From an optimization exercise on the open Yosys and OpenROAD flow, aimed at small area, a short achievable clock period and few clock cycles per item; shortcuts taken in it are not production practice.
RTL that was checked went through simulation tests only; none was proved equivalent to the original.
Only the layout flow was run in run 6; the RTL was not checked for function there.
Power is estimated from default activity; no workload was simulated.

--- flow/design.v ---
`timescale 1ns/10ps
package rv_isa_pkg;
    typedef logic [31:0] xlen_t;      
    typedef logic [4:0]  reg_addr_t;
    typedef logic [11:0] csr_addr_t;
    typedef logic [3:0]  cause_t;     
    typedef logic [2:0]  funct3_t;
    localparam logic [1:0] SZ_BYTE = 2'b00;
    localparam logic [1:0] SZ_HALF = 2'b01;
    localparam logic [1:0] SZ_WORD = 2'b10;
    localparam csr_addr_t MTVEC    = 12'h305;
    localparam csr_addr_t MSCRATCH = 12'h340;
    localparam csr_addr_t MEPC     = 12'h341;
    localparam csr_addr_t MCAUSE   = 12'h342;
    localparam csr_addr_t MTVAL    = 12'h343;
    localparam xlen_t MTVEC_RESET = 32'h0000_0100;
    localparam logic [11:0] F12_ECALL  = 12'h000;
    localparam logic [11:0] F12_EBREAK = 12'h001;
    localparam logic [11:0] F12_MRET   = 12'h302;
    localparam cause_t E_ILLEGAL_INST              = 4'd2;
    localparam cause_t E_BREAKPOINT                = 4'd3;
    localparam cause_t E_LOAD_ADDR_MISALIGNED      = 4'd4;
    localparam cause_t E_LOAD_ACCESS_FAULT         = 4'd5;
    localparam cause_t E_STORE_AMO_ADDR_MISALIGNED = 4'd6;
    localparam cause_t E_STORE_AMO_ACCESS_FAULT    = 4'd7;
    localparam cause_t E_ECALL_FROM_M              = 4'd11;
endpackage
`timescale 1ns/10ps
package wb_pkg;
    typedef enum logic [1:0] {
        CSR_NONE  = 2'd0,
        CSR_WRITE = 2'd1,
        CSR_SET   = 2'd2,
        CSR_CLEAR = 2'd3
    } csr_cmd_e;
    typedef enum logic [1:0] {
        SEL_ALU = 2'd0,
        SEL_LSU = 2'd1,
        SEL_CSR = 2'd2,
        SEL_PC4 = 2'd3
    } wb_sel_e;
endpackage
`timescale 1ns/10ps
module wb_lsu (
    input  logic        open_i,         
    input  logic        mem_en_i,
    input  logic        ex_exception_i,
    input  logic [2:0]  funct3_i,
    input  logic [31:0] addr_i,
    input  logic [31:0] wdata_i,
    input  logic [31:0] bus_dat_i,
    output logic        misaligned_o,   
    output logic        bus_o,          
    output logic        cyc_o,
    output logic [3:0]  sel_o,
    output logic [31:0] dat_o,
    output logic [31:0] rdata_o
);
    logic       is_byte;
    logic       is_word;
    logic       mis;
    logic [1:0] a;
    logic [7:0] lane;
    logic       sgn;
    assign a       = addr_i[1:0];
    assign is_byte = funct3_i[1:0] == 2'b00;
    assign is_word = funct3_i[1];
    assign mis          = (funct3_i[1:0] == 2'b01 && a[0]) || (is_word && a != 2'b00);
    assign misaligned_o = mem_en_i && !ex_exception_i && mis;
    assign bus_o        = mem_en_i && !ex_exception_i && !mis;
    assign cyc_o        = open_i && bus_o;
    assign sel_o[0] = is_word || (!a[1] && (funct3_i[0] || !a[0]));
    assign sel_o[1] = is_word || (!a[1] && (funct3_i[0] ||  a[0]));
    assign sel_o[2] = is_word || ( a[1] && (funct3_i[0] || !a[0]));
    assign sel_o[3] = is_word || ( a[1] && (funct3_i[0] ||  a[0]));
    assign dat_o[7:0]   = wdata_i[7:0];
    assign dat_o[15:8]  = a[0] ? wdata_i[7:0] : wdata_i[15:8];
    assign dat_o[23:16] = a[1] ? wdata_i[7:0] : wdata_i[23:16];
    assign dat_o[31:24] = a[1] ? (a[0] ? wdata_i[7:0] : wdata_i[15:8]) : wdata_i[31:24];
    always_comb begin
        unique case (a)
            2'd0:    lane = bus_dat_i[7:0];
            2'd1:    lane = bus_dat_i[15:8];
            2'd2:    lane = bus_dat_i[23:16];
            default: lane = bus_dat_i[31:24];
        endcase
    end
    assign sgn = !funct3_i[2] && (is_byte ? lane[7] : (a[1] ? bus_dat_i[31] : bus_dat_i[15]));
    assign rdata_o[7:0]   = lane;
    assign rdata_o[15:8]  = is_byte ? {8{sgn}} : (a[1] ? bus_dat_i[31:24] : bus_dat_i[15:8]);
    assign rdata_o[31:16] = is_word ? bus_dat_i[31:16] : {16{sgn}};
endmodule
`timescale 1ns/10ps
import rv_isa_pkg::*;
import wb_pkg::*;
module wb_csr_file (
    input  logic        clk_i,
    input  logic        rst_n_i,
    input  logic [11:0] addr_i,
    input  logic [1:0]  cmd_i,
    input  logic [31:0] wdata_i,
    input  logic        wr_i,           
    input  logic        trap_i,         
    input  logic [31:0] trap_pc_i,
    input  logic [3:0]  trap_cause_i,
    input  logic [3:0]  trap_mtval_sel_i,   
    input  logic [31:0] ex_mtval_i,
    input  logic [31:0] addr_val_i,
    input  logic [31:0] instr_i,
    input  logic        rd_en_i,        
    output logic [31:0] rdata_o,
    output logic        hit_o,
    output logic [31:0] mtvec_o,
    output logic [31:0] mepc_o,
    output logic [3:0]  mcause_o,
    output logic [31:0] mtval_o
);
    logic [31:2] mtvec_q;
    logic [31:0] mscratch_q;
    logic [31:2] mepc_q;
    logic [3:0]  mcause_q;
    logic [31:0] mtval_q;
    logic        h_mtvec, h_mscratch, h_mepc, h_mcause, h_mtval;
    logic        c_wr, c_set, c_clr;
    assign mtvec_o    = {mtvec_q, 2'b00};
    assign mepc_o     = {mepc_q, 2'b00};
    assign mcause_o   = mcause_q;
    assign mtval_o    = mtval_q;
    assign h_mtvec    = addr_i == MTVEC;
    assign h_mscratch = addr_i == MSCRATCH;
    assign h_mepc     = addr_i == MEPC;
    assign h_mcause   = addr_i == MCAUSE;
    assign h_mtval    = addr_i == MTVAL;
    assign hit_o      = h_mtvec | h_mscratch | h_mepc | h_mcause | h_mtval;
    assign rdata_o = ({32{rd_en_i && h_mtvec}}    & mtvec_o)
                   | ({32{rd_en_i && h_mscratch}} & mscratch_q)
                   | ({32{rd_en_i && h_mepc}}     & mepc_o)
                   | ({32{rd_en_i && h_mcause}}   & {28'b0, mcause_q})
                   | ({32{rd_en_i && h_mtval}}    & mtval_q);
    assign c_wr  = wr_i && cmd_i == CSR_WRITE;
    assign c_set = wr_i && cmd_i == CSR_SET;
    assign c_clr = wr_i && cmd_i == CSR_CLEAR;
    function automatic logic [31:0] upd(input logic [31:0] q, input logic [31:0] w,
                                        input logic hit, input logic wr, input logic set,
                                        input logic clr);
        logic        k;
        logic        s;
        k = hit && wr;
        s = hit && (wr || set);
        upd = (q & ~({32{k}} | ({32{hit && clr}} & w))) | ({32{s}} & w);
    endfunction
    always_ff @(posedge clk_i or negedge rst_n_i) begin
        if (!rst_n_i) begin
            mtvec_q    <= MTVEC_RESET[31:2];
            mscratch_q <= '0;
            mepc_q     <= '0;
            mcause_q   <= '0;
            mtval_q    <= '0;
        end else begin
            mtvec_q    <= upd(mtvec_o, wdata_i, h_mtvec, c_wr, c_set, c_clr) >> 2;
            mscratch_q <= upd(mscratch_q, wdata_i, h_mscratch, c_wr, c_set, c_clr);
            if (trap_i) begin
                mepc_q   <= trap_pc_i[31:2];
                mcause_q <= trap_cause_i;
                mtval_q  <= ({32{trap_mtval_sel_i[0]}} & ex_mtval_i)
                          | ({32{trap_mtval_sel_i[1]}} & addr_val_i)
                          | ({32{trap_mtval_sel_i[2]}} & instr_i)
                          | ({32{trap_mtval_sel_i[3]}} & trap_pc_i);
            end else begin
                mepc_q   <= upd(mepc_o, wdata_i, h_mepc, c_wr, c_set, c_clr) >> 2;
                mcause_q <= upd({28'b0, mcause_q}, wdata_i, h_mcause, c_wr, c_set, c_clr);   
                mtval_q  <= upd(mtval_q, wdata_i, h_mtval, c_wr, c_set, c_clr);
            end
        end
    end
endmodule
`timescale 1ns/10ps
import rv_isa_pkg::*;
module wb_trap_arbiter (
    input  logic        ex_exception_i,
    input  logic [3:0]  ex_xcause_i,
    input  logic        ecall_break_i,
    input  logic [11:0] funct12_i,
    input  logic        instr5_i,
    input  logic        mem_rw_i,
    input  logic        misaligned_i,
    input  logic        bus_err_i,
    input  logic        csr_illegal_i,
    output logic        exception_o,
    output logic        exc_other_o,    
    output logic [3:0]  xcause_o,
    output logic [3:0]  mtval_sel_o,    
    output logic        mret_o
);
    logic ecall;
    logic ebreak;
    assign ecall  = ecall_break_i && funct12_i == F12_ECALL;
    assign ebreak = ecall_break_i && funct12_i == F12_EBREAK;
    assign mret_o = ecall_break_i && funct12_i == F12_MRET;
    assign exc_other_o = |{ex_exception_i, misaligned_i, bus_err_i, ecall, ebreak};
    assign exception_o = exc_other_o | csr_illegal_i;
    always_comb begin
        mtval_sel_o = 4'b0000;
        if (ex_exception_i) begin
            xcause_o       = ex_xcause_i;
            mtval_sel_o[0] = 1'b1;
        end else if (misaligned_i) begin
            xcause_o       = instr5_i ? E_STORE_AMO_ADDR_MISALIGNED : E_LOAD_ADDR_MISALIGNED;
            mtval_sel_o[1] = 1'b1;
        end else if (bus_err_i) begin
            xcause_o       = mem_rw_i ? E_STORE_AMO_ACCESS_FAULT : E_LOAD_ACCESS_FAULT;
            mtval_sel_o[1] = 1'b1;
        end else if (csr_illegal_i) begin
            xcause_o       = E_ILLEGAL_INST;
            mtval_sel_o[2] = 1'b1;
        end else if (ecall) begin
            xcause_o       = E_ECALL_FROM_M;
        end else if (ebreak) begin
            xcause_o       = E_BREAKPOINT;
            mtval_sel_o[3] = 1'b1;
        end else begin
            xcause_o       = 4'd0;
        end
    end
endmodule
`timescale 1ns/10ps
import rv_isa_pkg::*;
import wb_pkg::*;
module wb_stage (
    input  logic        clk_i,
    input  logic        rst_n_i,
    input  logic        in_req_i,
    input  logic [31:0] in_pc_i,
    input  logic [31:0] in_instr_i,
    input  logic [31:0] in_alu_result_i,
    input  logic [31:0] in_store_data_i,
    input  logic        in_rf_we_i,
    input  logic        in_mem_en_i,
    input  logic        in_mem_rw_i,
    input  logic [1:0]  in_csr_cmd_i,
    input  logic [1:0]  in_sel_wb_i,
    input  logic        in_ecall_break_i,
    input  logic        in_ex_exception_i,
    input  logic [3:0]  in_ex_xcause_i,
    input  logic [31:0] in_ex_mtval_i,
    output logic        in_ack_o,
    output logic        commit_rf_we_o,
    output logic [4:0]  commit_rd_o,
    output logic [31:0] commit_wdata_o,
    output logic        commit_exception_o,
    output logic [3:0]  commit_xcause_o,
    output logic [31:0] commit_mtval_o,
    output logic        commit_redirect_o,
    output logic [31:0] commit_redirect_pc_o,
    output logic [31:0] dbus_adr_o,
    output logic [31:0] dbus_dat_o,
    output logic [3:0]  dbus_sel_o,
    output logic        dbus_cyc_o,
    output logic        dbus_stb_o,
    output logic        dbus_we_o,
    input  logic [31:0] dbus_dat_i,
    input  logic        dbus_ack_i,
    input  logic        dbus_err_i
);
    logic        ack_q;
    logic        open;
    logic        bus;
    logic        cyc;
    logic        bus_end;
    logic        fire;
    logic        misaligned;
    logic        bus_err;
    logic [31:0] lsu_rdata;
    logic [31:0] csr_rdata;
    logic [31:0] csr_wdata;
    logic        csr_hit;
    logic        csr_illegal;
    logic        csr_wr;
    logic [31:0] mtvec;
    logic [31:0] mepc;
    logic [3:0]  mcause;
    logic [31:0] mtval_csr;
    logic        exception;
    logic        exc_other;
    logic [3:0]  xcause;
    logic [3:0]  mtval_sel;
    logic        mret;
    logic [31:0] wb_wdata;
    logic        exc_q;
    logic        redirect_q;
    logic [31:0] wdata_q;
    assign open    = in_req_i && !ack_q;
    assign bus_end = dbus_ack_i || dbus_err_i;
    assign fire    = open && (!bus || bus_end);
    always_ff @(posedge clk_i or negedge rst_n_i) begin
        if (!rst_n_i) begin
            ack_q <= 1'b0;
        end else begin
            ack_q <= in_req_i && (ack_q || !bus || bus_end);   
        end
    end
    assign in_ack_o = ack_q;
    wb_lsu u_lsu (
        .open_i         (open),
        .mem_en_i       (in_mem_en_i),
        .ex_exception_i (in_ex_exception_i),
        .funct3_i       (in_instr_i[14:12]),
        .addr_i         (in_alu_result_i),
        .wdata_i        (in_store_data_i),
        .bus_dat_i      (dbus_dat_i),
        .misaligned_o   (misaligned),
        .bus_o          (bus),
        .cyc_o          (cyc),
        .sel_o          (dbus_sel_o),
        .dat_o          (dbus_dat_o),
        .rdata_o        (lsu_rdata)
    );
    assign dbus_adr_o = in_alu_result_i;
    assign dbus_we_o  = in_mem_rw_i;
    assign dbus_cyc_o = cyc;
    assign dbus_stb_o = cyc;
    assign bus_err = bus && dbus_err_i;
    assign csr_wdata   = in_instr_i[14] ? {27'b0, in_instr_i[19:15]} : in_alu_result_i;
    assign csr_illegal = in_csr_cmd_i != CSR_NONE && !csr_hit;
    assign csr_wr      = fire && !exc_other && in_csr_cmd_i != CSR_NONE
                         && !(in_csr_cmd_i[1] && in_instr_i[19:15] == 5'd0);
    wb_trap_arbiter u_arb (
        .ex_exception_i (in_ex_exception_i),
        .ex_xcause_i    (in_ex_xcause_i),
        .ecall_break_i  (in_ecall_break_i),
        .funct12_i      (in_instr_i[31:20]),
        .instr5_i       (in_instr_i[5]),
        .mem_rw_i       (in_mem_rw_i),
        .misaligned_i   (misaligned),
        .bus_err_i      (bus_err),
        .csr_illegal_i  (csr_illegal),
        .exception_o    (exception),
        .exc_other_o    (exc_other),
        .xcause_o       (xcause),
        .mtval_sel_o    (mtval_sel),
        .mret_o         (mret)
    );
    wb_csr_file u_csr (
        .clk_i        (clk_i),
        .rst_n_i      (rst_n_i),
        .addr_i       (in_instr_i[31:20]),
        .cmd_i        (in_csr_cmd_i),
        .wdata_i      (csr_wdata),
        .wr_i         (csr_wr),
        .trap_i       (fire && exception),
        .trap_pc_i    (in_pc_i),
        .trap_cause_i (xcause),
        .trap_mtval_sel_i (mtval_sel),
        .ex_mtval_i   (in_ex_mtval_i),
        .addr_val_i   (in_alu_result_i),
        .instr_i      (in_instr_i),
        .rd_en_i      (in_sel_wb_i == SEL_CSR),
        .rdata_o      (csr_rdata),
        .hit_o        (csr_hit),
        .mtvec_o      (mtvec),
        .mcause_o     (mcause),
        .mtval_o      (mtval_csr),
        .mepc_o       (mepc)
    );
    assign wb_wdata = ({32{in_sel_wb_i == SEL_ALU}} & in_alu_result_i)
                    | ({32{in_sel_wb_i == SEL_LSU}} & lsu_rdata)
                    | ({32{in_sel_wb_i == SEL_PC4}} & {in_pc_i[31:2] + 30'd1, in_pc_i[1:0]})
                    | csr_rdata;
    always_ff @(posedge clk_i) begin
        if (!ack_q) begin
            exc_q       <= exception;
            redirect_q  <= exception || mret;
            wdata_q     <= wb_wdata;
        end
    end
    assign commit_rf_we_o       = in_rf_we_i && !exc_q;
    assign commit_rd_o          = in_instr_i[11:7];
    assign commit_wdata_o       = wdata_q;
    assign commit_exception_o   = exc_q;
    assign commit_xcause_o      = mcause;
    assign commit_mtval_o       = mtval_csr;
    assign commit_redirect_o    = redirect_q;
    assign commit_redirect_pc_o = exc_q ? mtvec : mepc;
endmodule
`timescale 1ns/10ps
module wb_stage_top (
    input  logic        clk_i,
    input  logic        rst_n_i,
    input  logic        in_req_i,
    input  logic [31:0] in_pc_i,
    input  logic [31:0] in_instr_i,
    input  logic [31:0] in_alu_result_i,
    input  logic [31:0] in_store_data_i,
    input  logic        in_rf_we_i,
    input  logic        in_mem_en_i,
    input  logic        in_mem_rw_i,
    input  logic [1:0]  in_csr_cmd_i,
    input  logic [1:0]  in_sel_wb_i,
    input  logic        in_ecall_break_i,
    input  logic        in_ex_exception_i,
    input  logic [3:0]  in_ex_xcause_i,
    input  logic [31:0] in_ex_mtval_i,
    output logic        in_ack_o,
    output logic        commit_rf_we_o,
    output logic [4:0]  commit_rd_o,
    output logic [31:0] commit_wdata_o,
    output logic        commit_exception_o,
    output logic [3:0]  commit_xcause_o,
    output logic [31:0] commit_mtval_o,
    output logic        commit_redirect_o,
    output logic [31:0] commit_redirect_pc_o,
    output logic [31:0] dbus_adr_o,
    output logic [31:0] dbus_dat_o,
    output logic [3:0]  dbus_sel_o,
    output logic        dbus_cyc_o,
    output logic        dbus_stb_o,
    output logic        dbus_we_o,
    input  logic [31:0] dbus_dat_i,
    input  logic        dbus_ack_i,
    input  logic        dbus_err_i
);
    wb_stage u_stage (
        .clk_i                (clk_i),
        .rst_n_i              (rst_n_i),
        .in_req_i             (in_req_i),
        .in_pc_i              (in_pc_i),
        .in_instr_i           (in_instr_i),
        .in_alu_result_i      (in_alu_result_i),
        .in_store_data_i      (in_store_data_i),
        .in_rf_we_i           (in_rf_we_i),
        .in_mem_en_i          (in_mem_en_i),
        .in_mem_rw_i          (in_mem_rw_i),
        .in_csr_cmd_i         (in_csr_cmd_i),
        .in_sel_wb_i          (in_sel_wb_i),
        .in_ecall_break_i     (in_ecall_break_i),
        .in_ex_exception_i    (in_ex_exception_i),
        .in_ex_xcause_i       (in_ex_xcause_i),
        .in_ex_mtval_i        (in_ex_mtval_i),
        .in_ack_o             (in_ack_o),
        .commit_rf_we_o       (commit_rf_we_o),
        .commit_rd_o          (commit_rd_o),
        .commit_wdata_o       (commit_wdata_o),
        .commit_exception_o   (commit_exception_o),
        .commit_xcause_o      (commit_xcause_o),
        .commit_mtval_o       (commit_mtval_o),
        .commit_redirect_o    (commit_redirect_o),
        .commit_redirect_pc_o (commit_redirect_pc_o),
        .dbus_adr_o           (dbus_adr_o),
        .dbus_dat_o           (dbus_dat_o),
        .dbus_sel_o           (dbus_sel_o),
        .dbus_cyc_o           (dbus_cyc_o),
        .dbus_stb_o           (dbus_stb_o),
        .dbus_we_o            (dbus_we_o),
        .dbus_dat_i           (dbus_dat_i),
        .dbus_ack_i           (dbus_ack_i),
        .dbus_err_i           (dbus_err_i)
    );
endmodule
--- flow/flow/run.sh ---
#!/bin/bash
# Standard layout, with plain buffers on the ports instead of the delay buffers
# buffer_ports picks by default.
export BUFFER_PORTS_ARGS="-buffer_cell sky130_fd_sc_hd__buf_1"
bash standard.sh > standard.log 2>&1
--- flow/standard.sh ---
#!/bin/bash
# synth_recipe.tcl (not shown) runs the flow's synth.tcl, then flattens the netlist and writes it again
# the make line also repeats each setting of config.mk as NAME=value (left out here)
make -C /OpenROAD-flow-scripts/flow DESIGN_CONFIG=/design/flow/config.mk WORK_HOME=/design/flow/orfs CLKGATE_MAP_FILE= SYNTH_SCRIPT=/design/flow/synth_recipe.tcl "${@:-finish}"
--- flow/config.mk ---
export PLATFORM = sky130hd
export DESIGN_NAME = wb_stage_top
export DESIGN_NICKNAME = wb_stage_top
export VERILOG_FILES = /design/flow/design.v
export SDC_FILE = /design/flow/constraint.sdc
export NUM_CORES = 4
export LEC_CHECK = 0
export CAP_MARGIN = 20
export CORE_MARGIN = 2
export CORE_UTILIZATION = 55
export CTS_BUF_LIST = sky130_fd_sc_hd__clkbuf_4 sky130_fd_sc_hd__clkbuf_8
export PLACE_DENSITY = 0.7
export SETUP_SLACK_MARGIN = 1.8
export SLEW_MARGIN = 20
export TNS_END_PERCENT = 5
--- flow/constraint.sdc ---
create_clock -name core_clock -period 4.5 [get_ports {clk_i}]
set_input_delay 0.9000 -clock core_clock [delete_from_list [all_inputs] [get_ports {clk_i}]]
set_output_delay 0.9000 -clock core_clock [all_outputs]
set_load 0.01 [all_outputs]
==> results of run 1 <==
## flip-flops by register name (all words and copies together) (netlist names)
register	flops
u_stage.u_csr.mscratch_q	32
u_stage.u_csr.mcause_q	4
u_stage.u_csr.mtval_q	32
u_stage.u_csr.mtvec_q	30
u_stage.u_csr.mepc_q	30
u_stage.ack_q	1
u_stage.wdata_q	32
u_stage.exc_q	1
u_stage.redirect_q	1
## critical path: stages
cell and delay [ns]:
buf_2 0.25, a21oi_1 0.19, a31oi_1 0.42, and4_4 0.41, nand3_2 0.33, buf_4 0.37
o21ai_0 0.26, a31oi_1 0.13
## cells in the final DEF, fill, tap and decap left out, drive strengths merged, types with 11 or more instances in the layout
cell type	instances
a221oi	47
nor3	13
a221o	30
xnor2	22
nand4	27
edfxtp	34
xor2	11
a222oi	22
o21ai	184
clkbuf	26
a31oi	40
a22oi	26
nor2	123
a21o	32
o211ai	36
a21oi	84
inv	13
buf	461
nor2b	31
mux2i	16
nand3	21
nand2	80
dfrtp	128
mux2	60
nand2b	32
## logic make-up (layout without fill, tap and decap cells)
group,Yosys count,count (layout),share of synthesized area [%]
simple gates,365,366,15.8
fa+ha+maj,1,1,0.106
compound gates,526,527,29.1
other cells,1,8,0.0318
flops,163,163,36.0
mux,82,82,8.23
xor+xnor,33,33,2.45
buf+inv,170,514,8.20
## final timing paths
path / from / end / slack (ns) / cells past startpoint
worst max register to register: u_stage.ack_q$_DFF_PN0_ / u_stage.u_csr.mepc_q[28]$_DFF_PN0_ / 1.87 / 7
worst min-delay path: rst_n_i / u_stage.u_csr.mscratch_q[19]$_DFF_PN0_ / 0.51 / 1
worst max-delay path: in_instr_i[13] / u_stage.u_csr.mepc_q[28]$_DFF_PN0_ / 1.58 / 8
worst min register to register: u_stage.u_csr.mscratch_q[6]$_DFF_PN0_ / u_stage.u_csr.mscratch_q[6]$_DFF_PN0_ / 0.52 / 2
max in group asynchronous: rst_n_i / u_stage.ack_q$_DFF_PN0_ / 3.05 / 2
min in group core_clock: u_stage.u_csr.mscratch_q[6]$_DFF_PN0_ / u_stage.u_csr.mscratch_q[6]$_DFF_PN0_ / 0.52 / 2
## metal layers
layer / up-vias / part of all wire, %
met5: - / 0.17
met4: 6 / 7.9
met3: 361 / 16
li1: 5737 / -
met2: 1377 / 43
met1: 6426 / 33
## power by group
part           switching, uW  internal (uW)
sequential               114           1640
clock                    631            447
combinational            676            373
## area by class of cell
type / count / area (sq um) / share of cell area, %
flip-flops and latches: 163 / 4250 / 30.1
multi-input cells: 1011 / 6780 / 48.1
well taps: 275 / 344 / 2.44
clock buffers: 18 / 241 / 1.71
inverters: 12 / 53.8 / 0.381
repair buffers: 470 / 2290 / 16.2
diodes: 6 / 15.0 / 0.106
clock inverters: 14 / 130 / 0.922
## stage by stage
step	worst slack [ns]	util (%)	area [sq um]	hold WS, ns
finish	1.58	67.1	14100	0.510
global route	1.61	67.1	14100	0.559
CTS	1.36	64.9	13600	0.522
detailed placement	0.802	62.7	13200	0.502
global placement	0.935	62.7	13200	0.491
floorplan	1.72	-	11800	0.473
## what timing repair did
action,4_1_cts,5_1_grt
setup buffers,2,21
hold endpoints to repair,0,0
resized for setup,14,32
pin swaps,0,12
setup endpoints to repair,209,190
cloned,1,3
==> impl_metrics.py, run 1 <==
metrics = {
    "sta": {
        "setup_viol": 0,
        "tightest_slew_ns": 1.09,
        "relSlewSlack_pct": 27.2,
        "fin_crit_ns": 2.92,
        "skew_ns": 0.0162,
        "max_freq_ghz": 0.343,
        "finalSetupTns_ns": 0,
        "fin_crit_sh_pct": 64.9,
        "hold_viol_final": 0,
        "slew_viol_final": 0,
        "grt_setup_unrepaired": "true",
    },
    "setup_path": {
        "crit_type": "input port to flip-flop",
        "worst_setup_path_end_kind": "flip-flop",
        "crit_path_start_kind": "input port",
        "crit_fanout": 20,
        "cp.arrival_ns": 3.27,
        "critPathRequiredTime_ns": 4.85,
    },
    "worst_hold_path": {
        "holdCritPathClass": "input port to asynchronous set/reset pin",
    },
    "detailed_routing": {
        "drc": 0,
        "route.vias.total": 13900,
        "wire_per_inst_um": 28.3,
        "dr.pass1.iters": 10,
        "drt_iter0_markers": 2266,
        "routed_wl_um": 55700,
        "vias_per_cell": 7.06,
        "ant_nets": 0,
    },
    "synth": {
        "synthTopCellsByArea": "dfrtp_1, edfxtp_1, o21ai_0",
        "ys_ff_latch": 163,
        "synth_ff_type": "dfrtp_1",
        "synth_edf_count": 34,
        "ys_seq_area_share_pct": 36.0,
        "synth_largest_area_cell": "dfrtp_1",
        "syn_inst": 1341,
        "syn_area_per_cell_sq_um": 8.80,
        "syn_area_sq_um": 11800,
        "yosysWarnings": 4,
        "synth-async-reset-ratio_pct": 79.1,
        "synth_most_common_cell": "o21ai_0",
        "yosysTopAreaCellShare_pct": 27.2,
        "yosysUniqueCellTypes": 73,
        "synth_top_cells_by_count": "o21ai_0, dfrtp_1, nor2_1",
    },
    "grt": {
        "grtUsageMet3_pct": 16.4,
        "use_met1_pct": 58.3,
        "grt-ovfl-total": 0,
        "grt_pass1_wl_um": 78300,
        "met2_usage_pct": 70.1,
        "grt_max_degree": 76,
        "antenna_found_initial": 9,
        "grt_busiest_layer": "met2",
        "grt_pass1_vias": 12800,
        "grt.total_usage_pct": 47.2,
    },
    "cts": {
        "clock_path_buffers": 2,
        "ctsHoldBuffers": 0,
        "clk_pin_slew_ns": 0.09,
        "clk_latency_ns": 0.49,
        "cts-root-buf": "clkbuf_8",
        "tritoncts": "built",
        "cts_inserted_buffers": 17,
        "h-tree-depth": 4,
        "cts.sinks": 163,
    },
    "finish": {
        "area_growth_pct": 19.6,
        "num-fill-cells": 1828,
        "fin_cells": 1969,
        "num-nets-final": 1886,
        "layout-drive-gt1-share_pct": 14.0,
    },
    "power": {
        "ir_worst_vdd_uv": 174,
        "p_total_uw": 3880,
        "p_leak_uw": 0.00532,
        "powerDensity_nw_per_um2": 275,
    },
    "floorplanning": {
        "rows": 53,
        "die_w_um": 150,
        "fp.dieH_um": 150,
        "boundaryPins": 390,
        "initial_core_util_pct": 56.1,
        "coreArea_sq_um": 21000,
        "die_area_sq_um": 22600,
    },
    "placed_design": {
        "globalplace.congestion": 1.04,
        "hpwl_um": 38700,
        "dp.cells": 1904,
        "io_buffers": 387,
    },
    "flow_run": {
        "maxCapViolCount": 0,
    },
    "outcome": {
        "status": "finished clean",
    },
}
Testbench counts, summed over its fixed seeds: cycles 86,085, instructions 32,000.
==> run 2, diff against run 1 <==
--- a/flow/config.mk
+++ b/flow/config.mk
@@ -11,5 +11,5 @@
 export CTS_BUF_LIST = sky130_fd_sc_hd__clkbuf_4 sky130_fd_sc_hd__clkbuf_8
 export PLACE_DENSITY = 0.7
-export SETUP_SLACK_MARGIN = 1.8
+export SETUP_SLACK_MARGIN = 2.0
 export SLEW_MARGIN = 20
 export TNS_END_PERCENT = 5
==> impl_metrics.py, run 2 <==
metrics = {
    "placed_design": {
        "io_buffers": 387,
        "globalplace.congestion": 0.985,
        "hpwl_um": 38100,
        "dp.cells": 1904,
        "place_ws_ns": 0.768,
    },
    "setup_path": {
        "critical_path.top_delay_family": "simple AND/OR/NAND/NOR gates",
        "critPathRequiredTime_ns": 4.90,
        "path_buf_inv": 3,
        "worstRegToRegCells": 7,
        "reg2reg_to": "u_stage.u_csr.mtval_q[2]$_DFF_PN0_",
        "cp_cell_sequence": "buf_1, nor4_1, a31oi_1, buf_4, and4_2, nand3_1, buf_4, o21ai_0, a31oi_1",
        "crit_type": "input port to flip-flop",
        "cp_slowest_cell": "nor4_1",
        "crit_fanout": 16,
        "r2r_setup_slack_ns": 2.19,
        "crit_path_start_kind": "input port",
        "r2r-start": "u_stage.ack_q$_DFF_PN0_",
        "path_depth": 9,
        "cp.arrival_ns": 3.05,
        "worst_setup_path_end_kind": "flip-flop",
        "max_stage_delay_ns": 0.51,
    },
    "grt": {
        "grt_pass1_vias": 13200,
        "grt.total_usage_pct": 49.1,
        "grt_max_degree": 54,
        "grt_pass1_wl_um": 81300,
        "antenna_found_initial": 2,
        "grt-ovfl-total": 0,
    },
    "detailed_routing": {
        "drc": 0,
        "dr.pass1.iters": 12,
        "drt_iter0_markers": 2476,
        "route.vias.total": 14300,
        "wire_per_inst_um": 29.2,
        "ant_nets": 0,
        "vias_per_cell": 7.19,
        "routed_wl_um": 58200,
    },
    "floorplanning": {
        "fp.dieH_um": 150,
        "rows": 53,
        "coreArea_sq_um": 21000,
        "die_area_sq_um": 22600,
        "boundaryPins": 390,
        "die_w_um": 150,
        "initial_core_util_pct": 56.1,
    },
    "power": {
        "p_int_uw": 2510,
        "powerDensity_nw_per_um2": 269,
        "p_seq_share_pct": 44.1,
        "clockPowerShare_pct": 27.8,
        "p_leak_uw": 0.00566,
        "p_comb_share_pct": 28.1,
        "swShare_pct": 36.7,
        "ir_worst_vdd_uv": 183,
        "p_switching_uw": 1460,
    },
    "synth": {
        "synth_largest_area_cell": "dfrtp_1",
        "synth_most_common_cell": "o21ai_0",
        "ys_ff_latch": 163,
        "synth_ff_type": "dfrtp_1",
        "ys_seq_area_share_pct": 36.0,
        "yosysUniqueCellTypes": 73,
        "synth-async-reset-ratio_pct": 79.1,
        "synth_top_cells_by_count": "o21ai_0, dfrtp_1, nor2_1",
        "syn_area_sq_um": 11800,
        "syn_inst": 1341,
        "yosysTopAreaCellShare_pct": 27.2,
        "synthTopCellsByArea": "dfrtp_1, edfxtp_1, o21ai_0",
        "synth_edf_count": 34,
        "syn_area_per_cell_sq_um": 8.80,
        "yosysWarnings": 4,
    },
    "sta": {
        "skew_ns": 0.0131,
        "setup_viol": 0,
        "whs_ns": 0.453,
        "relSlewSlack_pct": 46.9,
        "setup_slack_ns": 1.85,
        "hold_viol_final": 0,
        "grt_setup_unrepaired": "true",
        "finalSetupTns_ns": 0,
        "fin_crit_sh_pct": 58.8,
        "tightest_slew_ns": 0.788,
        "slew_viol_final": 0,
        "fin_crit_ns": 2.65,
        "max_freq_ghz": 0.378,
    },
    "cts": {
        "clk_latency_ns": 0.50,
        "clk_pin_slew_ns": 0.10,
        "ctsHoldBuffers": 0,
        "cts.sinks": 163,
        "h-tree-depth": 4,
        "tritoncts": "built",
        "cts_inserted_buffers": 17,
        "cts-root-buf": "clkbuf_8",
        "clock_path_buffers": 2,
    },
    "outcome": {
        "status": "finished clean",
    },
    "finish": {
        "final_common_cell": "buf_1",
        "layout_common_cells": "buf_1, o21ai_0, dfrtp_1",
        "num-fill-cells": 1753,
        "area_growth_pct": 25.2,
        "reg.largest.list": "u_stage.u_csr.mscratch_q (32), u_stage.u_csr.mtval_q (32), u_stage.wdata_q (32)",
        "fin_cells": 1992,
        "num-nets-final": 1913,
        "layout-drive-gt1-share_pct": 17.7,
    },
    "worst_hold_path": {
        "holdCritPathClass": "input port to asynchronous set/reset pin",
    },
    "flow_run": {
        "maxCapViolCount": 0,
    },
}
[run 2: metrics by stage]
stage,power [uW],util [%],area [sq um]
final,3980,70.3,14800
after global routing,4090,70.2,14800
after CTS,3860,68.0,14300
after detailed placement,2740,63.1,13300
after global placement,2730,63.1,13300
after floorplan,2320,-,12000
[run 2: routing by layer]
metal | vias to the layer above | share of wire (%) | GRT usage [%] | wire length, um
met1 | 6564 | 32 | 61.1 | 18800
met2 | 1535 | 41 | 71.6 | 24100
met3 | 443 | 17 | 16.4 | 9830
met4 | 2 | 9.3 | 34.9 | 5430
li1 | 5781 | - | - | -
met5 | - | 0.021 | 0 | 12
[run 2: worst max-delay path by stage]
stage	startpoint	endpoint	slack, ns
after CTS	in_alu_result_i[0]	dbus_dat_o[31]	1.86
after global routing	in_instr_i[26]	u_stage.u_csr.mepc_q[23]$_DFF_PN0_	1.79
after global placement	in_instr_i[25]	u_stage.u_csr.mtval_q[18]$_DFF_PN0_	0.82
final	in_instr_i[16]	u_stage.u_csr.mepc_q[23]$_DFF_PN0_	1.85
after floorplan	in_alu_result_i[0]	dbus_dat_o[27]	1.80
after detailed placement	in_instr_i[25]	u_stage.u_csr.mtval_q[18]$_DFF_PN0_	0.77
[run 2: cells by family after synthesis]
kind of cell | synth area share (%)
AOI/OAI and AO/OA | 29.1
muxes | 8.23
buffers and inverters | 8.20
xor gates and xnor gates | 2.45
DFF | 36.0
and+or+nand+nor | 15.8
other | 0.0318
adders and majority gates | 0.106
[run 2: power by group through the flow]
stage	registers (uW)	clock network (uW)	logic (uW)
after floorplan	1780	0	544
after global placement	1780	0	955
after detailed placement	1770	0	967
after CTS	1740	1090	1030
after global routing	1760	1150	1180
final	1750	1110	1120
[run 2: repair_timing]
item,CTS,global route
endpoints found under the setup margin,217,205
gates resized for setup,71,62
cloned,6,3
pin swaps,14,12
buffers inserted,25,20
[run 2: cell type report]
class / instances / area [sq um] / share of cell area (%)
repair buffers: 498 / 2790 / 18.9
flip-flops and latches: 163 / 4250 / 28.8
multi-input cells: 1010 / 6960 / 47.1
well taps: 275 / 344 / 2.33
diodes: 2 / 5.00 / 0.0339
inverters: 12 / 53.8 / 0.364
clock inverters: 13 / 123 / 0.830
clock buffers: 19 / 249 / 1.69
==> run 3, diff against run 2 <==
--- a/flow/config.mk
+++ b/flow/config.mk
@@ -11,5 +11,4 @@
 export CTS_BUF_LIST = sky130_fd_sc_hd__clkbuf_4 sky130_fd_sc_hd__clkbuf_8
 export PLACE_DENSITY = 0.7
-export SETUP_SLACK_MARGIN = 2.0
+export SETUP_SLACK_MARGIN = 1.9
 export SLEW_MARGIN = 20
-export TNS_END_PERCENT = 5
==> impl_metrics.py, run 3 <==
metrics = {
    "setup_path": {
        "crit_fanout": 6,
        "critPathLaunch": "in_instr_i[13]",
        "critPathRequiredTime_ns": 3.60,
        "worst_setup_path_end_kind": "output port",
        "reg2reg_to": "u_stage.u_csr.mtval_q[25]$_DFF_PN0_",
        "cp.arrival_ns": 1.79,
        "crit_path_start_kind": "input port",
        "r2r_setup_slack_ns": 2.23,
        "r2r-start": "u_stage.ack_q$_DFF_PN0_",
        "crit_type": "input port to output port",
        "worstRegToRegCells": 8,
    },
    "sta": {
        "grt_setup_unrepaired": "true",
        "fin_crit_ns": 2.69,
        "setup_viol": 0,
        "tightest_slew_ns": 0.848,
        "fin_crit_sh_pct": 59.7,
        "hold_viol_final": 0,
        "skew_ns": 0.0184,
        "finalSetupTns_ns": 0,
        "relSlewSlack_pct": 43.5,
        "max_freq_ghz": 0.372,
        "slew_viol_final": 0,
    },
    "power": {
        "p_leak_uw": 0.00588,
        "ir_worst_vdd_uv": 200,
        "powerDensity_nw_per_um2": 273,
    },
    "cts": {
        "tritoncts": "built",
        "cts.sinks": 163,
        "clock_path_buffers": 2,
        "cts_inserted_buffers": 17,
        "h-tree-depth": 4,
        "cts-root-buf": "clkbuf_8",
        "clk_latency_ns": 0.48,
        "clk_pin_slew_ns": 0.11,
    },
    "synth": {
        "synth_largest_area_cell": "dfrtp_1",
        "syn_area_per_cell_sq_um": 8.80,
        "ys_seq_area_share_pct": 36.0,
        "synth_top_cells_by_count": "o21ai_0, dfrtp_1, nor2_1",
        "yosysWarnings": 4,
        "synth_most_common_cell": "o21ai_0",
        "synth_edf_count": 34,
        "synth-async-reset-ratio_pct": 79.1,
        "synth_ff_type": "dfrtp_1",
        "ys_ff_latch": 163,
        "yosysTopAreaCellShare_pct": 27.2,
        "yosysUniqueCellTypes": 73,
        "syn_inst": 1341,
        "synthTopCellsByArea": "dfrtp_1, edfxtp_1, o21ai_0",
        "syn_area_sq_um": 11800,
    },
    "finish": {
        "num-fill-cells": 1716,
        "final_common_cell": "buf_1",
        "multi_input_area_sq_um": 7040,
        "post-route-util_pct": 71.8,
        "antenna_cells": 0,
        "reg.largest.list": "u_stage.u_csr.mscratch_q (32), u_stage.u_csr.mtval_q (32), u_stage.wdata_q (32)",
        "seqCellArea_sq_um": 4250,
        "fin_cells": 2016,
        "num-nets-final": 1939,
        "area_growth_pct": 28.0,
        "layout-drive-gt1-share_pct": 19.5,
        "layout_common_cells": "buf_1, o21ai_0, dfrtp_1",
    },
    "floorplanning": {
        "initial_core_util_pct": 56.1,
        "boundaryPins": 390,
        "rows": 53,
        "fp.dieH_um": 150,
        "coreArea_sq_um": 21000,
        "die_area_sq_um": 22600,
        "die_w_um": 150,
    },
    "detailed_routing": {
        "routed_wl_um": 59100,
        "dr_wl_met3_um": 9910,
        "vias_per_cell": 7.20,
        "drc": 0,
        "wl_met2_um": 24700,
        "met1_length_um": 19500,
        "dr.pass1.iters": 10,
        "maxUsedRoutingLayer": "met4",
        "drt_iter0_markers": 2609,
        "ant_nets": 0,
        "wire_per_inst_um": 29.3,
        "route.vias.total": 14500,
    },
    "placed_design": {
        "globalplace.congestion": 0.969,
        "io_buffers": 387,
        "dp.cells": 1908,
        "hpwl_um": 37700,
    },
    "worst_hold_path": {
        "holdCritPathClass": "input port to asynchronous set/reset pin",
    },
    "grt": {
        "grt_pass1_vias": 13300,
        "grt_pass1_wl_um": 82000,
        "antenna_found_initial": 0,
        "grt.total_usage_pct": 49.7,
        "grt-ovfl-total": 0,
        "grt_max_degree": 102,
    },
    "flow_run": {
        "maxCapViolCount": 0,
    },
    "outcome": {
        "status": "finished clean",
    },
}
-- run 3: power breakdown --
part | switching (uW) | internal, uW
Sequential | 113 | 1640
Clock | 663 | 577
Combinational | 709 | 426
Total | 1480 | 2640
-- run 3: area by class of cell --
cell class | instances | share of cell area [%]
clock buffer | 18 | 1.60
clock inverter | 14 | 1.26
inverter | 12 | 0.356
multi-input combinational | 1011 | 46.6
sequential | 163 | 28.1
tap | 275 | 2.28
timing repair buffer | 523 | 19.8
-- run 3: repair_timing --
item | in CTS | in global routing
pin swaps | 12 | 15
setup buffers | 31 | 31
hold buffers | 0 | 0
endpoints found under the setup margin | 212 | 182
resized for setup | 67 | 77
cloned | 6 | 8
-- run 3: per-stage QoR --
stage	total power, uW	hold WS (ns)	worst slack (ns)	area, sq um
2_1_floorplan	2330	0.473	1.80	12000
4_1_cts	4000	0.383	1.85	14400
5_1_grt	4240	0.388	1.82	15100
6_report	4130	0.377	1.81	15100
3_3_place_gp	2730	0.489	0.723	13300
3_5_place_dp	2740	0.500	0.633	13300
-- run 3: logic make-up (layout without fill, tap and decap cells) --
family	count (synthesis)	in the layout	share of synthesized area [%]
AO/OA/AOI/OAI	526	527	29.1
AND/OR/NAND/NOR	365	366	15.8
buffers and inverters	170	567	8.20
flip-flops	163	163	36.0
multiplexers	82	82	8.23
XOR/XNOR	33	33	2.45
adder cells (fa/ha/maj)	1	1	0.106
other	1	2	0.0318
-- run 3: worst max-delay path by stage --
stage                                    endpoint  slack [ns]  cells past startpoint
2_1_floorplan                      dbus_dat_o[27]        1.80                      6
3_3_place_gp   u_stage.u_csr.mtval_q[9]$_DFF_PN0_        0.72                      8
3_5_place_dp   u_stage.u_csr.mtval_q[7]$_DFF_PN0_        0.63                      8
4_1_cts                            dbus_dat_o[31]        1.85                      4
5_1_grt                                dbus_cyc_o        1.82                      5
6_report                               dbus_stb_o        1.81                      6
-- run 3: worst max-delay path, cell delays in order --
cell	delay (ns)
buf_6	0.13
buf_6	0.12
nor2_4	0.19
nor2_4	0.07
nor3_4	0.21
buf_6	0.16
-- run 3: per-layer routing --
layer  up-vias  track usage [%]
met1      6667             61.4
met2      1626             71.1
li1       5833                -
met4         0             35.3
met3       399             19.1
met5         -                0
==> run 4, diff against run 3 <==
--- a/flow/config.mk
+++ b/flow/config.mk
@@ -11,4 +11,4 @@
 export CTS_BUF_LIST = sky130_fd_sc_hd__clkbuf_4 sky130_fd_sc_hd__clkbuf_8
 export PLACE_DENSITY = 0.7
-export SETUP_SLACK_MARGIN = 1.9
+export SETUP_SLACK_MARGIN = 1.8
 export SLEW_MARGIN = 20
==> impl_metrics.py, run 4 <==
metrics = {
    "outcome": {
        "status": "finished clean",
    },
    "finish": {
        "layout-drive-gt1-share_pct": 15.5,
        "final_common_cell": "buf_1",
        "area_growth_pct": 21.8,
        "layout_common_cells": "buf_1, o21ai_0, dfrtp_1",
        "reg.largest.list": "u_stage.u_csr.mscratch_q (32), u_stage.u_csr.mtval_q (32), u_stage.wdata_q (32)",
        "fin_cells": 1972,
        "num-nets-final": 1892,
        "post-route-util_pct": 68.4,
    },
    "synth": {
        "syn_area_per_cell_sq_um": 8.80,
        "yosysWarnings": 4,
        "yosysUniqueCellTypes": 73,
        "synth_top_cells_by_count": "o21ai_0, dfrtp_1, nor2_1",
        "synth_largest_area_cell": "dfrtp_1",
        "synth_edf_count": 34,
        "synth_most_common_cell": "o21ai_0",
        "synth-async-reset-ratio_pct": 79.1,
        "syn_inst": 1341,
        "yosysTopAreaCellShare_pct": 27.2,
        "ys_ff_latch": 163,
        "synth_ff_type": "dfrtp_1",
        "synthTopCellsByArea": "dfrtp_1, edfxtp_1, o21ai_0",
        "ys_seq_area_share_pct": 36.0,
        "syn_area_sq_um": 11800,
    },
    "floorplanning": {
        "coreArea_sq_um": 21000,
        "fp.dieH_um": 150,
        "die_area_sq_um": 22600,
        "initial_core_util_pct": 56.1,
        "boundaryPins": 390,
        "die_w_um": 150,
        "rows": 53,
    },
    "sta": {
        "whs_ns": 0.466,
        "slew_viol_final": 0,
        "relSlewSlack_pct": 30.8,
        "setup_slack_ns": 1.78,
        "hold_viol_final": 0,
        "fin_crit_ns": 2.72,
        "skew_ns": 0.0153,
        "max_freq_ghz": 0.367,
        "tightest_slew_ns": 1.04,
        "grt_setup_unrepaired": "true",
        "fin_crit_sh_pct": 60.6,
        "finalSetupTns_ns": 0,
        "setup_viol": 0,
    },
    "power": {
        "p_leak_uw": 0.00545,
        "ir_worst_vdd_uv": 191,
        "powerDensity_nw_per_um2": 283,
    },
    "setup_path": {
        "crit_path_start_kind": "input port",
        "worstRegToRegCells": 7,
        "r2r_setup_slack_ns": 2.06,
        "cp.arrival_ns": 3.12,
        "crit_type": "input port to flip-flop",
        "worst_setup_path_end_kind": "flip-flop",
        "r2r-start": "u_stage.ack_q$_DFF_PN0_",
        "reg2reg_to": "u_stage.u_csr.mtvec_q[14]$_DFF_PN0_",
        "critPathRequiredTime_ns": 4.90,
        "critPathLaunch": "in_instr_i[21]",
        "crit_fanout": 19,
    },
    "cts": {
        "h-tree-depth": 4,
        "clock_path_buffers": 2,
        "cts-root-buf": "clkbuf_8",
        "clk_pin_slew_ns": 0.10,
        "ctsHoldBuffers": 0,
        "cts_inserted_buffers": 17,
        "cts.sinks": 163,
        "tritoncts": "built",
        "clk_latency_ns": 0.49,
    },
    "grt": {
        "grt_pass1_wl_um": 80200,
        "grt_pass1_vias": 13200,
        "grt-ovfl-total": 0,
        "antenna_found_initial": 4,
        "grt_max_degree": 62,
        "grt.total_usage_pct": 48.4,
    },
    "worst_hold_path": {
        "holdCritPathClass": "input port to asynchronous set/reset pin",
    },
    "detailed_routing": {
        "ant_nets": 0,
        "routed_wl_um": 56800,
        "drc": 0,
        "drt_iter0_markers": 2661,
        "wire_per_inst_um": 28.8,
        "dr.pass1.iters": 8,
        "vias_per_cell": 7.16,
        "route.vias.total": 14100,
    },
    "flow_run": {
        "maxCapViolCount": 0,
    },
    "placed_design": {
        "place_ws_ns": 0.678,
        "dp.cells": 1903,
        "globalplace.congestion": 1.07,
        "io_buffers": 387,
        "hpwl_um": 38100,
    },
}
## run 4: metal layers
| metal | global-route usage [%] | up-vias | share of wire, % |
|---|---|---|---|
| li1 | - | 5740 | - |
| met1 | 60.1 | 6512 | 33 |
| met2 | 70.5 | 1487 | 42 |
| met3 | 16.7 | 375 | 16 |
| met4 | 33.9 | 2 | 8.4 |
| met5 | 0 | - | 0.021 |
## run 4: worst max-delay path, stage by stage
cell and delay [ns]:
buf_1 0.43, nand4bb_1 0.36, o22ai_4 0.16, a41o_4 0.27
nor2_4 0.41, buf_8 0.30, a221oi_2 0.11, a21oi_1 0.16
## run 4: worst max path at each step
stage                                                endpoint  cells after the start  slack (ns)
after CTS                 u_stage.u_csr.mtval_q[21]$_DFF_PN0_                      9        1.80
after global routing        u_stage.u_csr.mepc_q[3]$_DFF_PN0_                      8        1.74
after floorplan                                dbus_dat_o[27]                      6        1.76
after detailed placement  u_stage.u_csr.mtval_q[21]$_DFF_PN0_                      8        0.68
final                     u_stage.u_csr.mtval_q[21]$_DFF_PN0_                      8        1.78
after global placement    u_stage.u_csr.mtval_q[17]$_DFF_PN0_                      8        0.80
## run 4: cells by family (layout without fill, tap and decap cells)
logic type | count (synthesis) | count (layout) | synth area share (%)
DFF | 163 | 163 | 36.0
buffers and inverters | 170 | 520 | 8.20
other | 1 | 5 | 0.0318
AOI/OAI and AO/OA | 526 | 528 | 29.1
and+or+nand+nor | 365 | 365 | 15.8
xor gates and xnor gates | 33 | 33 | 2.45
adders and majority gates | 1 | 1 | 0.106
muxes | 82 | 82 | 8.23
## run 4: stage by stage
stage                     total power [uW]  cell area, sq um
final                                 4060             14400
after global routing                  4170             14400
after CTS                             3970             14000
after detailed placement              2740             13200
after global placement                2730             13200
after floorplan                       2320             11900
## run 4: final cells by class
class	count	area (sq um)
clock inverter	13	183
fill	1802	6650
antenna	3	7.51
tap	275	344
inverter	12	53.8
clock buffer	19	249
sequential	163	4250
timing repair buffer	476	2400
multi-input combinational	1011	6890
## run 4: power breakdown
group	internal [uW]	leakage [uW]	total [uW]	switching, uW
sequential	1640	0.00196	1750	111
clock	617	0.000209	1240	625
combinational	381	0.00329	1070	688
## run 4: repair_timing
action	in CTS	in global routing
endpoints found under the setup margin	175	131
setup buffers	16	13
pin swaps	8	7
cloned	3	2
resized for setup	45	40
==> run 5, diff against run 4 <==
--- a/flow/config.mk
+++ b/flow/config.mk
@@ -9,5 +9,7 @@
 export CORE_MARGIN = 2
 export CORE_UTILIZATION = 55
-export CTS_BUF_LIST = sky130_fd_sc_hd__clkbuf_4 sky130_fd_sc_hd__clkbuf_8
+export CTS_BUF_LIST = sky130_fd_sc_hd__clkbuf_8
+export CTS_CLUSTER_DIAMETER = 100
+export CTS_CLUSTER_SIZE = 30
 export PLACE_DENSITY = 0.7
 export SETUP_SLACK_MARGIN = 1.8
==> impl_metrics.py, run 5 <==
metrics = {
    "finish": {
        "area_growth_pct": 21.7,
        "num-nets-final": 1892,
        "layout-drive-gt1-share_pct": 15.4,
        "layout_common_cells": "buf_1, o21ai_0, dfrtp_1",
        "final_common_cell": "buf_1",
        "reg.largest.list": "u_stage.u_csr.mscratch_q (32), u_stage.u_csr.mtval_q (32), u_stage.wdata_q (32)",
        "num-fill-cells": 1803,
    },
    "placed_design": {
        "io_buffers": 387,
        "hpwl_um": 38100,
        "globalplace.congestion": 1.07,
        "place_ws_ns": 0.678,
    },
    "detailed_routing": {
        "ant_nets": 0,
        "vias_per_cell": 7.19,
        "route.vias.total": 14200,
        "drc": 0,
        "routed_wl_um": 56900,
        "wire_per_inst_um": 28.8,
        "dr.pass1.iters": 8,
        "drt_iter0_markers": 2627,
    },
    "sta": {
        "skew_ns": 0.0124,
        "fin_crit_sh_pct": 61.4,
        "setup_slack_ns": 1.74,
        "max_freq_ghz": 0.362,
        "setup_viol": 0,
        "finalSetupTns_ns": 0,
        "hold_viol_final": 0,
        "slew_viol_final": 0,
        "grt_setup_unrepaired": "true",
        "relSlewSlack_pct": 30.2,
        "whs_ns": 0.469,
        "tightest_slew_ns": 1.05,
        "fin_crit_ns": 2.76,
    },
    "grt": {
        "grt-ovfl-total": 0,
        "grt_max_degree": 62,
        "antenna_found_initial": 4,
        "grt_pass1_wl_um": 80100,
        "grt_pass1_vias": 13200,
        "grt.total_usage_pct": 48.4,
    },
    "synth": {
        "synth-async-reset-ratio_pct": 79.1,
        "synth_top_cells_by_count": "o21ai_0, dfrtp_1, nor2_1",
        "synth_largest_area_cell": "dfrtp_1",
        "synthXorXnorAreaFrac_pct": 2.45,
        "synth_top_family_by_area": "compound AO/OA/AOI/OAI gates",
        "syn_area_per_cell_sq_um": 8.80,
        "synth_most_common_cell": "o21ai_0",
        "yosysWarnings": 4,
        "synthTopCellsByArea": "dfrtp_1, edfxtp_1, o21ai_0",
        "synthAdderAreaFrac_pct": 0.106,
        "yosysTopAreaCellShare_pct": 27.2,
        "ys_ff_latch": 163,
        "ys_seq_area_share_pct": 36.0,
        "syn_inst": 1341,
        "synth_ff_type": "dfrtp_1",
        "synth_mux_area_share_pct": 8.23,
        "synth_edf_count": 34,
        "syn_area_sq_um": 11800,
        "yosysUniqueCellTypes": 73,
        "synth_compound_area_share_pct": 29.1,
        "synth_simple_gate_area_share_pct": 15.8,
    },
    "outcome": {
        "status": "finished clean",
    },
    "setup_path": {
        "critPathRequiredTime_ns": 4.85,
        "crit_fanout": 8,
        "max_stage_delay_ns": 0.63,
        "crit_top_cell": "buf_4",
        "cp.arrival_ns": 3.11,
        "crit_path_start_kind": "input port",
        "worst_setup_path_end_kind": "flip-flop",
        "crit_type": "input port to flip-flop",
        "cp_slowest_cell": "or4b_4",
        "cp_cell_sequence": "buf_1, or4b_4, o22ai_4, a41o_4, buf_4, a21oi_4, buf_4, a221oi_1, nor2_1",
    },
    "floorplanning": {
        "rows": 53,
        "die_area_sq_um": 22600,
        "fp.dieH_um": 150,
        "coreArea_sq_um": 21000,
        "initial_core_util_pct": 56.1,
        "die_w_um": 150,
        "boundaryPins": 390,
    },
    "power": {
        "swShare_pct": 35.1,
        "p_int_uw": 2620,
        "p_switching_uw": 1420,
        "powerDensity_nw_per_um2": 282,
        "clockPowerShare_pct": 30.2,
        "p_leak_uw": 0.00544,
        "ir_worst_vdd_uv": 181,
        "p_comb_share_pct": 26.4,
        "p_seq_share_pct": 43.4,
    },
    "cts": {
        "cts_inserted_buffers": 17,
        "tritoncts": "built",
        "clock_path_buffers": 2,
        "cts-root-buf": "clkbuf_8",
        "clk_latency_ns": 0.48,
        "h-tree-depth": 4,
        "clk_pin_slew_ns": 0.10,
        "cts.sinks": 163,
        "ctsHoldBuffers": 0,
    },
    "flow_run": {
        "maxCapViolCount": 0,
    },
    "worst_hold_path": {
        "holdCritPathClass": "input port to asynchronous set/reset pin",
    },
}
-- run 5: area by class of cell --
cell class                      count  area (sq um)  area share (%)
Antenna cell                        4          10.0          0.0697
Clock buffer                       17           234            1.63
Clock inverter                     15           190            1.32
Inverter                           12          53.8           0.375
Multi-Input combinational cell   1011          6880            47.9
Sequential cell                   163          4250            29.6
Tap cell                          275           344            2.40
Timing Repair Buffer              476          2400            16.7
-- run 5: critical path: cells and delay by family --
family                 cells  cell delay (ns)
AOI/OAI and AO/OA          4             0.96
and+or+nand+nor            2             0.74
buffers and inverters      3             0.51
-- run 5: final timing paths --
check                           slack (ns)                                  start                               endpoint  cells past startpoint
worst max-delay path                  1.74                         in_instr_i[25]     u_stage.u_csr.mtval_q[1]$_DFF_PN0_                      9
worst min-delay path                  0.47                                rst_n_i    u_stage.u_csr.mtvec_q[18]$_DFF_PN0_                      1
worst max register to register        2.11                u_stage.ack_q$_DFF_PN0_    u_stage.u_csr.mtvec_q[14]$_DFF_PN0_                      7
worst min register to register        0.52  u_stage.u_csr.mscratch_q[9]$_DFF_PN0_  u_stage.u_csr.mscratch_q[9]$_DFF_PN0_                      2
max in group asynchronous             3.15                                rst_n_i    u_stage.u_csr.mtvec_q[28]$_DFF_PN0_                      2
min in group core_clock               0.52  u_stage.u_csr.mscratch_q[9]$_DFF_PN0_  u_stage.u_csr.mscratch_q[9]$_DFF_PN0_                      2
-- run 5: power by group through the flow --
stage | Sequential [uW] | Combinational, uW | Clock [uW]
global placement | 1770 | 954 | 0
CTS | 1740 | 1000 | 1210
floorplan | 1780 | 537 | 0
detailed placement | 1770 | 969 | 0
finish | 1750 | 1070 | 1220
global route | 1760 | 1130 | 1270
-- run 5: cells by family after synthesis --
group	Yosys count
simple gates	365
other cells	1
fa+ha+maj	1
flops	163
mux	82
buf+inv	170
xor+xnor	33
compound gates	526
-- run 5: metal layers --
layer	up-vias	global-route usage, %	part of all wire [%]
li1	5753	-	-
met5	-	0	0
met3	399	16.4	17
met2	1529	70.4	42
met1	6500	60.2	33
met4	0	34.1	8.5
-- run 5: timing repair --
item | 4_1_cts | 5_1_grt
gates resized for setup | 45 | 37
pin swaps | 8 | 7
gates cloned | 3 | 2
buffers inserted | 16 | 13
endpoints found under the setup margin | 175 | 130
-- run 5: through the flow --
stage | area (sq um) | power, uW | util, % | cells
2_1_floorplan | 11900 | 2320 | - | 1342
3_3_place_gp | 13200 | 2730 | 62.8 | 1902
3_5_place_dp | 13200 | 2740 | 63.0 | 1903
4_1_cts | 14000 | 3960 | 66.8 | 1954
5_1_grt | 14300 | 4150 | 68.3 | 1971
6_report | 14400 | 4040 | 68.3 | 1973
==> run 6, diff against run 5 <==
--- a/flow/design.v
+++ b/flow/design.v
@@ -76,6 +76,6 @@
     assign dat_o[7:0]   = wdata_i[7:0];
     assign dat_o[15:8]  = a[0] ? wdata_i[7:0] : wdata_i[15:8];
-    assign dat_o[23:16] = a[1] ? wdata_i[7:0] : wdata_i[23:16];
-    assign dat_o[31:24] = a[1] ? (a[0] ? wdata_i[7:0] : wdata_i[15:8]) : wdata_i[31:24];
+    assign dat_o[23:16] = is_word ? wdata_i[23:16] : wdata_i[7:0];
+    assign dat_o[31:24] = is_word ? wdata_i[31:24] : (a[0] ? wdata_i[7:0] : wdata_i[15:8]);
     always_comb begin
         unique case (a)
--- a/flow/config.mk
+++ b/flow/config.mk
@@ -9,7 +9,5 @@
 export CORE_MARGIN = 2
 export CORE_UTILIZATION = 55
-export CTS_BUF_LIST = sky130_fd_sc_hd__clkbuf_8
-export CTS_CLUSTER_DIAMETER = 100
-export CTS_CLUSTER_SIZE = 30
+export CTS_BUF_LIST = sky130_fd_sc_hd__clkbuf_4 sky130_fd_sc_hd__clkbuf_8
 export PLACE_DENSITY = 0.7
 export SETUP_SLACK_MARGIN = 1.8
==> impl_metrics.py, run 6 <==
metrics = {
    "sta": {
        "relSlewSlack_pct": 23.9,
        "slew_viol_final": 0,
        "finalSetupTns_ns": 0,
        "hold_viol_final": 0,
        "fin_crit_sh_pct": 62.3,
        "fin_crit_ns": 2.80,
        "setup_viol": 0,
        "max_freq_ghz": 0.357,
        "grt_setup_unrepaired": "true",
        "skew_ns": 0.0226,
        "tightest_slew_ns": 1.14,
    },
    "setup_path": {
        "r2r_setup_slack_ns": 2.16,
        "crit_type": "input port to output port",
        "r2r-start": "u_stage.ack_q$_DFF_PN0_",
        "worstRegToRegCells": 8,
        "critPathRequiredTime_ns": 3.60,
        "crit_fanout": 8,
        "crit_top_cell": "mux2_4",
        "worst_setup_path_end_kind": "output port",
        "cp_slowest_cell": "mux2_4",
        "cp.arrival_ns": 1.90,
        "cp_cell_sequence": "clkbuf_16, buf_12, mux2_4, mux2_4, buf_6",
        "path_buf_inv": 3,
        "critical_path.top_delay_family": "multiplexers",
        "critPathLaunch": "in_alu_result_i[0]",
        "reg2reg_to": "u_stage.u_csr.mscratch_q[22]$_DFF_PN0_",
        "crit_path_start_kind": "input port",
        "max_stage_delay_ns": 0.30,
    },
    "cts": {
        "cts-root-buf": "clkbuf_8",
        "clock_path_buffers": 2,
        "clk_latency_ns": 0.50,
        "ctsHoldBuffers": 0,
        "cts_inserted_buffers": 17,
        "clk_pin_slew_ns": 0.11,
        "h-tree-depth": 4,
        "tritoncts": "built",
        "cts.sinks": 163,
    },
    "detailed_routing": {
        "dr_wl_met3_um": 9450,
        "drt_iter0_markers": 2276,
        "met1_length_um": 18900,
        "ant_nets": 0,
        "vias_per_cell": 7.07,
        "wl_met2_um": 24600,
        "dr.pass1.iters": 8,
        "drc": 0,
        "wire_per_inst_um": 29.0,
        "routed_wl_um": 57100,
        "maxUsedRoutingLayer": "met5",
        "route.vias.total": 13900,
    },
    "synth": {
        "ys_seq_area_share_pct": 36.0,
        "synthTopCellsByArea": "dfrtp_1, edfxtp_1, mux2_2",
        "synth_top_cells_by_count": "o21ai_0, dfrtp_1, nor2_1",
        "synth_most_common_cell": "o21ai_0",
        "yosysWarnings": 4,
        "ys_ff_latch": 163,
        "synth-async-reset-ratio_pct": 79.1,
        "synth_ff_type": "dfrtp_1",
        "syn_area_sq_um": 11800,
        "yosysTopAreaCellShare_pct": 27.2,
        "synth_edf_count": 34,
        "syn_inst": 1327,
        "yosysUniqueCellTypes": 74,
        "syn_area_per_cell_sq_um": 8.89,
        "synth_largest_area_cell": "dfrtp_1",
    },
    "power": {
        "p_switching_uw": 1470,
        "ir_worst_vdd_uv": 182,
        "p_leak_uw": 0.00555,
        "p_comb_share_pct": 27.7,
        "p_seq_share_pct": 44.0,
        "powerDensity_nw_per_um2": 276,
        "p_total_uw": 3980,
        "clockPowerShare_pct": 28.3,
        "swShare_pct": 36.8,
        "p_int_uw": 2510,
    },
    "finish": {
        "post-route-util_pct": 68.6,
        "layout_common_cells": "buf_1, o21ai_0, dfrtp_1",
        "num-fill-cells": 1800,
        "num-nets-final": 1886,
        "area_growth_pct": 22.3,
        "multi_input_area_sq_um": 6860,
        "seqCellArea_sq_um": 4250,
        "reg.largest.list": "u_stage.u_csr.mscratch_q (32), u_stage.u_csr.mtval_q (32), u_stage.wdata_q (32)",
        "final_common_cell": "buf_1",
        "layout-drive-gt1-share_pct": 16.5,
        "fin_cells": 1966,
    },
    "grt": {
        "grt.total_usage_pct": 49.3,
        "grt-ovfl-total": 0,
        "grt_pass1_wl_um": 80900,
        "antenna_found_initial": 3,
        "grt_max_degree": 61,
        "grt_pass1_vias": 12900,
    },
    "flow_run": {
        "maxCapViolCount": 0,
    },
    "placed_design": {
        "io_buffers": 387,
        "globalplace.congestion": 1.04,
        "dp.cells": 1901,
        "hpwl_um": 38800,
    },
    "floorplanning": {
        "die_w_um": 150,
        "boundaryPins": 390,
        "rows": 53,
        "fp.dieH_um": 150,
        "die_area_sq_um": 22600,
        "initial_core_util_pct": 56.1,
        "coreArea_sq_um": 21000,
    },
    "worst_hold_path": {
        "holdCritPathClass": "input port to asynchronous set/reset pin",
    },
    "outcome": {
        "status": "finished clean",
    },
}
[run 6: worst max-delay path by stage]
stage	end	slack [ns]	depth (start not counted)
2_1_floorplan	dbus_dat_o[28]	1.71	5
3_3_place_gp	u_stage.u_csr.mepc_q[19]$_DFF_PN0_	0.91	8
3_5_place_dp	u_stage.u_csr.mepc_q[16]$_DFF_PN0_	0.81	8
4_1_cts	dbus_dat_o[25]	1.69	5
5_1_grt	dbus_dat_o[25]	1.68	5
6_report	dbus_dat_o[25]	1.70	5
[run 6: stage by stage]
step | worst slack, ns | instance area, sq um | hold WS, ns
6_report | 1.70 | 14400 | 0.490
5_1_grt | 1.68 | 14400 | 0.550
3_5_place_dp | 0.811 | 13300 | 0.499
4_1_cts | 1.69 | 14100 | 0.521
3_3_place_gp | 0.913 | 13300 | 0.494
2_1_floorplan | 1.71 | 11900 | 0.473
[run 6: layer usage]
metal | GRT usage (%) | up-vias
met3 | 21.0 | 313
met5 | 0 | -
met2 | 71.1 | 1374
met4 | 30.9 | 2
met1 | 60.7 | 6471
li1 | - | 5737
[run 6: cell type report]
type | instances | share of cell area, %
Tap cell | 275 | 2.39
Clock inverter | 14 | 0.989
Timing Repair inverter | 1 | 0.0607
Antenna cell | 3 | 0.0521
Inverter | 12 | 0.425
Clock buffer | 18 | 1.67
Multi-Input combinational cell | 996 | 47.6
Sequential cell | 163 | 29.5
Timing Repair Buffer | 484 | 17.4
[run 6: timing repair]
action,CTS,global route
gates resized for setup,72,46
buffers inserted,14,12
cloned,3,1
pin swaps,5,8
setup endpoints to repair,174,130
[run 6: cells by family (layout without fill, tap and decap cells)]
kind of cell | after synthesis | count (layout) | share of synthesized area, %
AOI/OAI and AO/OA | 526 | 527 | 29.1
xor gates and xnor gates | 33 | 33 | 2.45
adders and majority gates | 1 | 1 | 0.106
buffers and inverters | 170 | 529 | 8.15
DFF | 163 | 163 | 36.0
muxes | 89 | 89 | 8.90
other | 1 | 5 | 0.0318
and+or+nand+nor | 344 | 344 | 15.2
[run 6: power by group through the flow]
stage	registers [uW]	logic [uW]	clock network, uW
2_1_floorplan	1780	535	0
3_3_place_gp	1770	966	0
3_5_place_dp	1770	978	0
4_1_cts	1740	1030	1110
5_1_grt	1760	1170	1170
6_report	1750	1100	1130

-- separate check: timing with driven ports --
The flow's constraints put no driver on any port. The routed layouts listed below were extracted and timed again, unchanged, in two steps.
Step 1: set_driving_cell puts a clkbuf_16 on clk_i and a buf_2 on each other input, an assumption about the parent block.
Step 2 moves the port delays by t, midway between the first and last clock arrival at a register: inputs arrive t later, outputs are due t later. That takes back most of the time a late clock gives input paths.
a / b / c = ideal ports / drivers / drivers and shift; a / b = the first two.
run | t (ns) | setup WS [ns] | latest minus earliest clock arrival (ns)
run 1 | 0.532 | 1.582 / 1.537 / 1.006 | 0.017 / 0.017
run 2 | 0.536 | 1.853 / 1.765 / 1.339 | 0.017 / 0.017
run 3 | 0.514 | 1.815 / 1.737 / 1.335 | 0.023 / 0.023
run 4 | 0.524 | 1.775 / 1.739 / 1.271 | 0.016 / 0.016
run 5 | 0.514 | 1.738 / 1.741 / 1.245 | 0.015 / 0.015
run 6 | 0.540 | 1.698 / 1.654 / 1.270 | 0.024 / 0.023
After both steps setup and hold are still met in every run listed. The setup slack of run 1, which loses most, moves by -0.045 ns with the drivers and by -0.576 ns with both steps.
